Background: an optimization exercise with open tools, aiming at a short achievable clock period and few clock cycles per item. Do not read the settings as production practice.
At most, simulation tests tie the RTL to the original design; equivalence was not proved.
Power is estimated from default activity; no workload was simulated.

// mm_top
module mm_top (
    input  logic         clk_buf,
    input  logic         sys_reset,
    input  logic         cmd_valid,
    input  logic [(4 * 8)-1:0] cmd_word,
    output logic         cmd_credit,
    output logic         res_valid,
    output mm_data_pkg::mm_acc_t      res_data,
    input  logic         res_credit,
    output logic         busy,
    output logic         done
);
export LEC_CHECK = 0
export ABC_CLOCK_PERIOD_IN_PS = 2500
export CAP_MARGIN = 20
export CORE_MARGIN = 2
export CORE_UTILIZATION = 80
export CTS_CLUSTER_DIAMETER = 100
export CTS_CLUSTER_SIZE = 24
export PLACE_DENSITY = 0.85
export SLEW_MARGIN = 20
export SYNTH_HIERARCHICAL = 1
create_clock -name core_clock -period 10.5 [get_ports {clk_buf}]
standard.sh (not shown) runs the stock make flow with config.mk's settings and CLKGATE_MAP_FILE= SYNTH_SCRIPT=/design/flow/synth_recipe.tcl, a recipe that flattens the netlist after the stock synthesis.
==> flow/flow/run.sh <==
#!/bin/bash
set -euo pipefail
here=$(cd "$(dirname "$0")" && pwd)
MARGIN=$(cat "$here/margin.txt" 2>/dev/null || echo 7.5)
extra="SETUP_SLACK_MARGIN=${MARGIN} TNS_END_PERCENT=100 MATCH_CELL_FOOTPRINT=0"
if [[ -f "$here/cts_args.txt" ]]; then
  extra="$extra CTS_ARGS='$(tr '\n' ' ' < "$here/cts_args.txt")'"
fi
python3 - "$extra" <<'PY'
import sys
s = open('standard.sh').read()
key = ' "${@:-finish}"'
assert key in s
s = s.replace(key, ' ' + sys.argv[1] + key)
open('standard_knobs.sh', 'w').write(s)
PY
bash standard_knobs.sh > make_flow.log 2>&1
Testbench counts at the start, summed over its fixed seeds: cycles 5,257, products 320.
Rerun with:
--- a/flow/design.v
+++ b/flow/design.v
@@ -1800,13 +1800,12 @@
             early      <= (early == take) ? give : early;
             credit_q   <= give;
         end
     end
     mm_out_bit u_credit_out (
         .clk_buf   (clk_buf),
-        .sys_reset (sys_reset),
         .d         (give),
         .q         (cmd_credit)
     );
     always_ff @(posedge clk_buf or posedge sys_reset) begin
         if (sys_reset) begin
             expect_data <= 1'b0;
@@ -1831,19 +1830,17 @@
             end
         end
     end
 endmodule
 module mm_out_bit (
     input  logic clk_buf,
-    input  logic sys_reset,
     input  logic d,
     output logic q
 );
-    always_ff @(posedge clk_buf or posedge sys_reset) begin
-        if (sys_reset) q <= 1'b0;
-        else           q <= d;
+    always_ff @(posedge clk_buf) begin
+        q <= d;
     end
 endmodule
 `timescale 1ns/1ns
 module mm_result_drain (
     input  logic                 clk_buf,
     input  logic                 sys_reset,
@@ -1874,20 +1871,19 @@
     assign credits_next = credits - CRED_W'(send) + CRED_W'(cr_q);
     always_ff @(posedge clk_buf) begin
         if (wr) fifo[fwp] <= dot;
     end
     assign res_next = mm_data_pkg::mm_acc_t'(f_ne ? fifo[frp] : dot);
     mm_out_bit u_valid_out (
-        .clk_buf   (clk_buf),
-        .sys_reset (sys_reset),
+        .clk_buf (clk_buf),
         .d       (send),
         .q       (res_valid)
     );
     genvar b;
     for (b = 0; b < 32; b++) begin : g_res
-        mm_res_bit u_bit (
+        mm_out_bit u_bit (
             .clk_buf (clk_buf),
             .d       (res_next[b]),
             .q       (res_data[b])
         );
     end
     always_ff @(posedge clk_buf or posedge sys_reset) begin
@@ -1907,21 +1903,12 @@
             cr_q      <= res_credit;
             credits   <= credits_next;
             cred_nz   <= (credits_next != '0);
         end
     end
 endmodule
-module mm_res_bit (
-    input  logic clk_buf,
-    input  logic d,
-    output logic q
-);
-    always_ff @(posedge clk_buf) begin
-        q <= d;
-    end
-endmodule
 `timescale 1ns/1ns
 module mm_top (
     input  logic         clk_buf,
     input  logic         sys_reset,
     input  logic         cmd_valid,
     input  logic [(4 * 8)-1:0] cmd_word,
@@ -1998,18 +1985,16 @@
         .res_valid  (res_valid),
         .res_data   (res_data),
         .res_credit (res_credit),
         .send       (send)
     );
     mm_out_bit u_busy_out (
-        .clk_buf   (clk_buf),
-        .sys_reset (sys_reset),
+        .clk_buf (clk_buf),
         .d       (active),
         .q       (busy)
     );
     mm_out_bit u_done_out (
-        .clk_buf   (clk_buf),
-        .sys_reset (sys_reset),
+        .clk_buf (clk_buf),
         .d       (started && !active),
         .q       (done)
     );
 endmodule
Effect: Design area stays flat; routed wire length goes down by a few percent; non-clock buffer count grows by 11; die area barely changes; area after synthesis hardly moves.
Testbench counts after the change, summed over its fixed seeds: cycles 5,257, products 320.

========
run 1:
Another version of the RTL of mm_top (not shown whole).
For scale: about 1300 flip-flops, ~72 I/O pins.
==> flow/design.v (excerpt) <==
module mm_top (
    input  logic         clk_buf,
    input  logic         sys_reset,
    input  logic         cmd_valid,
    input  logic [(4 * 8)-1:0] cmd_word,
    output logic         cmd_credit,
    output logic         res_valid,
    output mm_data_pkg::mm_acc_t      res_data,
    input  logic         res_credit,
    output logic         busy,
    output logic         done
);
    logic                            q_full;
    logic                            run_start;
    logic                            started;
    logic [4*(4 * 8)-1:0]    a_rows;
    logic [4*(4 * 8)-1:0]    b_rows;
    logic                            send;
    logic                            active;
    logic                            op_v;
    mm_data_pkg::mm_row_t            op_a;
    mm_data_pkg::mm_row_t            op_b;
    logic                            dot_v;
    logic signed [17:0]              dot;
    mm_cmd_decode u_cmd_decode (
        .clk_buf    (clk_buf),
        .sys_reset  (sys_reset),
        .cmd_valid  (cmd_valid),
        .cmd_word   (cmd_word),
        .cmd_credit (cmd_credit),
        .q_full     (q_full),
        .run_start  (run_start),
        .started    (started),
        .a_rows     (a_rows),
        .b_rows     (b_rows)
    );
    mm_operand_feeder u_feeder (
        .clk_buf   (clk_buf),
        .sys_reset (sys_reset),
        .run_start (run_start),
        .a_rows    (a_rows),
  ...
==> flow/config.mk <==
export PLATFORM = sky130hd
export DESIGN_NAME = mm_top
export DESIGN_NICKNAME = mm_top
export VERILOG_FILES = /design/flow/design.v
export SDC_FILE = /design/flow/constraint.sdc
export NUM_CORES = 4
export LEC_CHECK = 0
export ABC_CLOCK_PERIOD_IN_PS = 2500
export CAP_MARGIN = 20
export CORE_MARGIN = 2
export CORE_UTILIZATION = 65
export CTS_CLUSTER_DIAMETER = 100
export CTS_CLUSTER_SIZE = 24
export PLACE_DENSITY = 0.75
export SLEW_MARGIN = 20
export SYNTH_HIERARCHICAL = 1
==> flow/constraint.sdc <==
create_clock -name core_clock -period 10.5 [get_ports {clk_buf}]
set_input_delay 2.1000 -clock core_clock [delete_from_list [all_inputs] [get_ports {clk_buf}]]
set_output_delay 2.1000 -clock core_clock [all_outputs]
set_load 0.01 [all_outputs]
Scripts as last shown in full above: flow/flow/run.sh
diff inputs: run 1 => run 2
diff --git a/flow/design.v b/flow/design.v
--- a/flow/design.v
+++ b/flow/design.v
@@ -1753,21 +1753,20 @@
             credit_q   <= 1'b0;
         end else begin
             owe1_q     <= owe1;
             owe2_q     <= owe2;
             early      <= (early == take) ? give : early;
             credit_q   <= give;
         end
     end
     mm_out_bit u_credit_out (
         .clk_buf   (clk_buf),
-        .sys_reset (sys_reset),
         .d         (give),
         .q         (cmd_credit)
     );
     always_ff @(posedge clk_buf or posedge sys_reset) begin
         if (sys_reset) begin
             expect_data <= 1'b0;
             sel_b       <= 1'b0;
             row         <= '0;
             started     <= 1'b0;
             a_rows      <= '0;
@@ -1784,27 +1783,25 @@
                     expect_data <= 1'b1;
                     sel_b       <= (src_w[1:0] == mm_cmd_pkg::OP_LOAD_B);
                     row         <= src_w[3:2];
                 end
             end
         end
     end
 endmodule
 module mm_out_bit (
     input  logic clk_buf,
-    input  logic sys_reset,
     input  logic d,
     output logic q
 );
-    always_ff @(posedge clk_buf or posedge sys_reset) begin
-        if (sys_reset) q <= 1'b0;
-        else           q <= d;
+    always_ff @(posedge clk_buf) begin
+        q <= d;
     end
 endmodule
 `timescale 1ns/1ns
 module mm_result_drain (
     input  logic                 clk_buf,
     input  logic                 sys_reset,
     input  logic                 dot_v,
     input  logic signed [17:0]   dot,
     output logic                 res_valid,
     output mm_data_pkg::mm_acc_t res_data,
@@ -1826,59 +1823,53 @@
     mm_data_pkg::mm_acc_t res_next;
     assign send         = (f_ne || dot_v) && cred_nz;
     assign rd           = f_ne && cred_nz;
     assign wr           = dot_v && (f_ne || !cred_nz);
     assign fcnt_next    = fcnt + C_W'(wr) - C_W'(rd);
     assign credits_next = credits - CRED_W'(send) + CRED_W'(cr_q);
     always_ff @(posedge clk_buf) begin
         if (wr) fifo[fwp] <= dot;
     end
     assign res_next = mm_data_pkg::mm_acc_t'(f_ne ? fifo[frp] : dot);
+    mm_out_bit u_valid_out (
+        .clk_buf (clk_buf),
+        .d       (send),
+        .q       (res_valid)
+    );
     genvar b;
     for (b = 0; b < 32; b++) begin : g_res
-        mm_res_bit u_bit (
+        mm_out_bit u_bit (
             .clk_buf (clk_buf),
             .d       (res_next[b]),
             .q       (res_data[b])
         );
     end
     always_ff @(posedge clk_buf or posedge sys_reset) begin
         if (sys_reset) begin
             fwp       <= '0;
             frp       <= '0;
             fcnt      <= '0;
             f_ne      <= 1'b0;
             cr_q      <= 1'b0;
             credits   <= CRED_W'(4);
             cred_nz   <= 1'b1;
-            res_valid <= 1'b0;
         end else begin
             if (wr) fwp <= fwp + 1'b1;
             if (rd) frp <= frp + 1'b1;
             fcnt      <= fcnt_next;
             f_ne      <= (fcnt_next != '0);
             cr_q      <= res_credit;
             credits   <= credits_next;
             cred_nz   <= (credits_next != '0);
-            res_valid <= send;
         end
     end
 endmodule
-module mm_res_bit (
-    input  logic clk_buf,
-    input  logic d,
-    output logic q
-);
-    always_ff @(posedge clk_buf) begin
-        q <= d;
-    end
-endmodule
 `timescale 1ns/1ns
 module mm_top (
     input  logic         clk_buf,
     input  logic         sys_reset,
     input  logic         cmd_valid,
     input  logic [(4 * 8)-1:0] cmd_word,
     output logic         cmd_credit,
     output logic         res_valid,
     output mm_data_pkg::mm_acc_t      res_data,
     input  logic         res_credit,
@@ -1934,20 +1925,21 @@
     mm_result_drain u_drain (
         .clk_buf    (clk_buf),
         .sys_reset  (sys_reset),
         .dot_v      (dot_v),
         .dot        (dot),
         .res_valid  (res_valid),
         .res_data   (res_data),
         .res_credit (res_credit),
         .send       (send)
     );
-    always_ff @(posedge clk_buf or posedge sys_reset) begin
-        if (sys_reset) begin
-            busy <= 1'b0;
-            done <= 1'b0;
-        end else begin
-            busy <= active;
-            done <= started && !active;
-        end
-    end
+    mm_out_bit u_busy_out (
+        .clk_buf (clk_buf),
+        .d       (active),
+        .q       (busy)
+    );
+    mm_out_bit u_done_out (
+        .clk_buf (clk_buf),
+        .d       (started && !active),
+        .q       (done)
+    );
 endmodule
==> comparison <==
- Run 2 and run 1 all finish clean.
- Wire length of the first global-routing pass was lower in run 1 than in run 2.
- On setup slack: run 2 sits above run 1.
- Compared to run 1, run 2 has relative contribution of the clock network to total power 0.5 points higher.
- For synthesized-area fraction occupied by adder cells, run 2 and run 1 come out practically identical.
- Looking at number of diodes added for antenna fixing, run 2 sits 2 above run 1.
- Status: area enclosed by the die boundary parity (run 2, run 1)
- Compared with run 1, run 2 shows a worst hold slack that is 0.021 ns lower.
- Going from run 1 to run 2, non-clock buffer count now sits higher; power fell by 1.9%; design area +0.53%.
- Between run 1 and run 2, the flow reports number of nets in the layout increasing slightly.
- As far as depth of the critical timing path with buffers and inverters included goes, run 2 and run 1 are indistinguishable; the numbers are identical.
- For synthesized area divided by synthesized cell count, run 2 and run 1 come out practically identical.
Testbench counts of run 2, summed over its fixed seeds: cycles 5,265, products 320.
For run 1, only the layout was checked, not whether the RTL still works.

==> re-timing with driven ports <==
No port has a modelled driver above. Below, the same layouts with a new extraction and two added sets of constraints.
Step 1, drivers: a clkbuf_16 drives clk_buf and a buf_2 each remaining input, both assumed.
Step 2 times the ports against the registers' clock, not the clock port: input delays grow and output delays shrink by t, the midpoint of the rising clock arrivals with the driver on.
Three values: ideal, step 1, step 2; two values: the first two.
| run | t (ns) | setup WS [ns] | hold WS [ns] | worst setup path after step 2 | worst register clock-pin slew, ns |
|---|---|---|---|---|---|
| the first run of note 1 | 0.708 | 7.225 / 7.156 / 6.982 | 0.333 / 0.333 / 0.333 | input, reset recovery | 0.10 / 0.10 |
| the second run of note 1 | 0.697 | 7.315 / 7.247 / 6.973 | 0.332 / 0.332 / 0.332 | input, reset recovery | 0.10 / 0.10 |
| run 1 | 0.708 | 7.224 / 7.156 / 6.951 | 0.355 / 0.355 / 0.355 | input, reset recovery | 0.10 / 0.10 |
| run 2 | 0.714 | 7.278 / 7.208 / 7.044 | 0.334 / 0.334 / 0.334 | input, reset recovery | 0.10 / 0.10 |
After both steps every run listed still meets setup and hold. For the second run of note 1, which loses most, drivers alone change the setup slack by -0.068 ns; drivers and shift together by -0.342 ns. The worst setup slack also covers recovery checks on asynchronous resets.
